From an optimization exercise on the open Yosys and OpenROAD flow, aimed at small area, a short achievable clock period and few clock cycles; shortcuts taken in it are not production practice.
Where RTL was checked, it was by simulation tests only, not by an equivalence proof against the original.
Power and IR drop assume default switching activity.

xenon:
==> flow/design.v (excerpt) <==
module lpmr_top (
  input  logic       clk,
  input  logic       rst,
  input  logic       start,
  input  logic       req_type,
  input  logic       first,
  input  logic       last,
  input  logic [6:0] msg_len,
  input  logic [7:0] data_byte,
  input  logic [7:0] read_capacity,
  output logic       busy,
  output logic       result_valid,
  output logic [2:0] status,
  output logic [6:0] out_len,
  output logic [7:0] out_byte,
  output logic       byte_valid,
  output logic       last_out
);
For scale: about 8500 cells after synthesis, ~4500 flip-flops, about 51 I/O pins.
export LEC_CHECK = 0
export CAP_MARGIN = 20
export CORE_MARGIN = 2
export CORE_UTILIZATION = 55
export CTS_BUF_LIST = sky130_fd_sc_hd__clkbuf_16
export CTS_CLUSTER_DIAMETER = 60
export CTS_CLUSTER_SIZE = 22
export SETUP_SLACK_MARGIN = 4.9
export SLEW_MARGIN = 30
create_clock -name core_clock -period 8.0 [get_ports {clk}]
run.sh (not shown) runs the stock make flow with config.mk's settings and CLKGATE_MAP_FILE= SYNTH_SCRIPT=/design/flow/synth_recipe.tcl, a recipe that flattens the netlist after the stock synthesis.
xenon: flow completed, timing, DRC and antenna clean
Testbench counts of xenon, summed over its fixed seeds: cycles 22,592.
Input-level comparison between raven and xenon:
Settings: SETUP_SLACK_MARGIN: 4.9 -> 5.0.
[summary]
- xenon → raven: xor-xnor portion of the synthesized cell area shows no meaningful change; area after detailed placement held; static power due to leakage increased by about 1.3% relative to the old numbers; clock skew moved down.
- Lower final cell utilization of the core among xenon and raven: xenon
- Comparing xenon and raven, worst setup slack is lower on xenon.
- Number of antenna violations at the first check in global routing: raven vs xenon up about 28%
- Going from xenon to raven, flip-flop and latch power ~0 delta, overall power after layout went up by about 1.3%, detailed-routed wire length on met2 picked up an extra 1.7%.
- raven: flow completed, timing, DRC and antenna clean
- Maximum frequency across xenon and raven: no real change.
Edits applied to the flow inputs when going from raven to cedar:
Settings: a change of CORE_UTILIZATION from 55 to 62; a change of CTS_CLUSTER_SIZE from 22 to 26; a change of CTS_CLUSTER_DIAMETER from 60 to 55.
==> comparison <==
cedar vs raven, startpoint of the worst setup timing path: u_ring.wk[4] vs u_ring.busy_q. On worst hold margin, raven and cedar are basically level. Compared with raven, in cedar initial antenna violation count shrank by 3, power climbed about 1%. Relative to raven, setup slack after layout has gone down in cedar. Re met2 track utilization from global routing: raven and cedar aren't equal, and the higher value belongs to cedar. Against raven as the reference, cedar delivers a lower post-CTS resize count. Die size: cedar is under raven. Compared with raven, global-route wire length before repair in cedar decreased slightly. Diff raven and cedar: non-filler instance count after layout lower in cedar. [cedar vs raven] via count: higher in cedar. Comparing raven and cedar, fraction of power consumed by combinational cells is higher on raven.


Setup of red:
lpmr_top, a different RTL version from the one above (not shown whole).
Size: ~4,500 flip-flops, about 51 I/O pins.
==> flow/config.mk <==
export PLATFORM = sky130hd
export DESIGN_NAME = lpmr_top
export DESIGN_NICKNAME = lpmr_top
export VERILOG_FILES = /design/flow/design.v
export SDC_FILE = /design/flow/constraint.sdc
export NUM_CORES = 4
export LEC_CHECK = 0
export CAP_MARGIN = 20
export CORE_MARGIN = 2
export CORE_UTILIZATION = 40
export SETUP_SLACK_MARGIN = 5.0
export SLEW_MARGIN = 20
==> flow/constraint.sdc <==
create_clock -name core_clock -period 8.0 [get_ports {clk}]
set_input_delay 1.6000 -clock core_clock [delete_from_list [all_inputs] [get_ports {clk}]]
set_output_delay 1.6000 -clock core_clock [all_outputs]
set_load 0.01 [all_outputs]
Changes in blue relative to red:
Settings: ABC_CLOCK_PERIOD_IN_PS newly set to 3000; SETUP_SLACK_MARGIN changed from 5.0 to 4.0.
==> comparison <==
- Between blue and red, the difference in number of buffers added by the clock tree synthesis step is negligible.
- Between red and blue, the number of top-level design ports does not differ in any meaningful way.
- blue against red; maximum frequency is down by more than 10%.
- [diff] leakage dissipation, blue relative to red: improvement
No functional check of the RTL was part of any run of this note.


lpmr_top, a different RTL version from the one above (not shown whole).
Size in the first run: roughly 8500 cells after synthesis, about 4400 flip-flops, roughly 51 I/O pins.
Settings: LEC_CHECK=0, CAP_MARGIN=20, CORE_MARGIN=2, CORE_UTILIZATION=40, SLEW_MARGIN=20; clock period 8.0 ns.
The starting point completed without violations.
Testbench counts at the start, summed over its fixed seeds: cycles 22,410.
Rerun with:
- ABC_CLOCK_PERIOD_IN_PS: not set -> 3000
- SETUP_SLACK_MARGIN: not set -> 4.0
What happened: Critical path depth climbs by 2. Wire length climbs by 2.9%. Synthesized area does not change. Synthesized cell count is unchanged. Utilization climbs by 0.50 points. Setup slack is better by 1.2 ns. Hold slack stays flat. Cell count climbs by 0.85%.


## exp/fjord
Another version of the RTL of lpmr_top (not shown whole).
Size in the first run: ~8,300 cells after synthesis, ~51 I/O pins, about 170,000 µm² of cells after synthesis.
Design lpmr_top, start of the top module:
module lpmr_top (
  input  logic       clk,
  input  logic       rst,
  input  logic       start,
  input  logic       req_type,
  input  logic       first,
  input  logic       last,
  input  logic [6:0] msg_len,
  input  logic [7:0] data_byte,
  input  logic [7:0] read_capacity,
  output logic       busy,
  output logic       result_valid,
  output logic [2:0] status,
  output logic [6:0] out_len,
  output logic [7:0] out_byte,
  output logic       byte_valid,
  output logic       last_out
);
==> flow/config.mk <==
export PLATFORM = sky130hd
export DESIGN_NAME = lpmr_top
export DESIGN_NICKNAME = lpmr_top
export VERILOG_FILES = /design/flow/design.v
export SDC_FILE = /design/flow/constraint.sdc
export NUM_CORES = 4
export LEC_CHECK = 0
export CAP_MARGIN = 20
export CORE_MARGIN = 2
export CORE_UTILIZATION = 55
export CTS_BUF_LIST = sky130_fd_sc_hd__clkbuf_16
export CTS_CLUSTER_DIAMETER = 60
export CTS_CLUSTER_SIZE = 22
export SETUP_SLACK_MARGIN = 5.0
export SLEW_MARGIN = 30
==> flow/constraint.sdc <==
create_clock -name core_clock -period 8.0 [get_ports {clk}]
set_input_delay 1.6000 -clock core_clock [delete_from_list [all_inputs] [get_ports {clk}]]
set_output_delay 1.6000 -clock core_clock [all_outputs]
set_load 0.01 [all_outputs]
exp/fjord completed end to end with timing, DRC and antenna clean.
Testbench counts of exp/fjord, summed over its fixed seeds: cycles 22,592.
diff inputs: exp/fjord => exp/amber
- SLEW_MARGIN now 20, was 30
[summary]
exp/amber ran in full, but the layout does not pass; the checks complain about slew limit. ~same via count in exp/fjord and exp/amber. exp/amber against exp/fjord: number of placed instances with taps included barely changed; sequential share of layout area comparable; number of ordinary and repair buffers in the finished layout has increased; number of antenna violations at the first check in global routing decreased 1. Cell area reported after detailed placement across exp/fjord and exp/amber: no real change.
For exp/pepper, these inputs were changed with respect to exp/amber:
- a change of SLEW_MARGIN from 20 to 30
- a change of CORE_UTILIZATION from 55 to 50
Findings:
- The final reports for exp/pepper and exp/amber show fraction of power consumed by the clock network higher in the former.
- Diff exp/amber -> exp/pepper: number of DRC markers in iteration 0 higher, global-route usage over all layers lower, post-layout utilization of the core lower, switching fraction of total power higher.
- exp/pepper has completed all stages; timing, DRC and antenna checks passed.
- Looking at number of gates on the worst path with buffers counted, exp/pepper sits 1 below exp/amber.
- u_ring.g_bank[4].mem[9][6] as the capture point of the critical path was reported by exp/pepper, and u_ring.g_bank[0].mem[39][7] by exp/amber.

-- port drivers added, routing unchanged --
Ports are ideal in the flow. The routed layouts listed here were re-timed in OpenROAD.
Step 1 (the two cells are an assumption about what drives the block):
set clk [get_ports {clk}]
set_driving_cell -lib_cell sky130_fd_sc_hd__clkbuf_16 $clk
set_driving_cell -lib_cell sky130_fd_sc_hd__buf_2 [delete_from_list [all_inputs] $clk]
Step 2 moves the port delays by t, midway between the first and last clock arrival at a register: inputs arrive t later, outputs are due t later. That takes back most of the time a late clock gives input paths.
Three values: ideal, step 1, step 2; two values: the first two.
| run | shift t [ns] | slack for setup (ns) | worst setup path at the end | pins driven straight from the clock port |
|---|---|---|---|---|
| xenon | 1.022 | 4.907 / 4.820 / 4.568 | input to register | 1 |
| raven | 1.022 | 4.911 / 4.811 / 4.138 | input to register | 1 |
| cedar | 1.028 | 4.905 / 4.871 / 4.592 | input to register | 1 |
| red | 1.049 | 4.708 / 4.708 / 4.278 | input to register | 1 |
| blue | 1.096 | 3.835 / 3.835 / 3.835 | register to register | 1 |
| the first run of note 3 | 1.081 | 1.895 / 1.895 / 1.895 | register to register | 1 |
| the second run of note 3 | 1.080 | 3.068 / 3.068 / 3.068 | register to register | 1 |
| exp/fjord | 1.020 | 4.780 / 4.780 / 4.279 | input to register | 1 |
| exp/amber | 1.030 | 4.755 / 4.755 / 4.246 | input to register | 1 |
| exp/pepper | 1.044 | 4.685 / 4.685 / 4.362 | input to register | 1 |
The setup slack of raven, which loses most, moves by -0.100 ns with the drivers and by -0.773 ns with both steps.
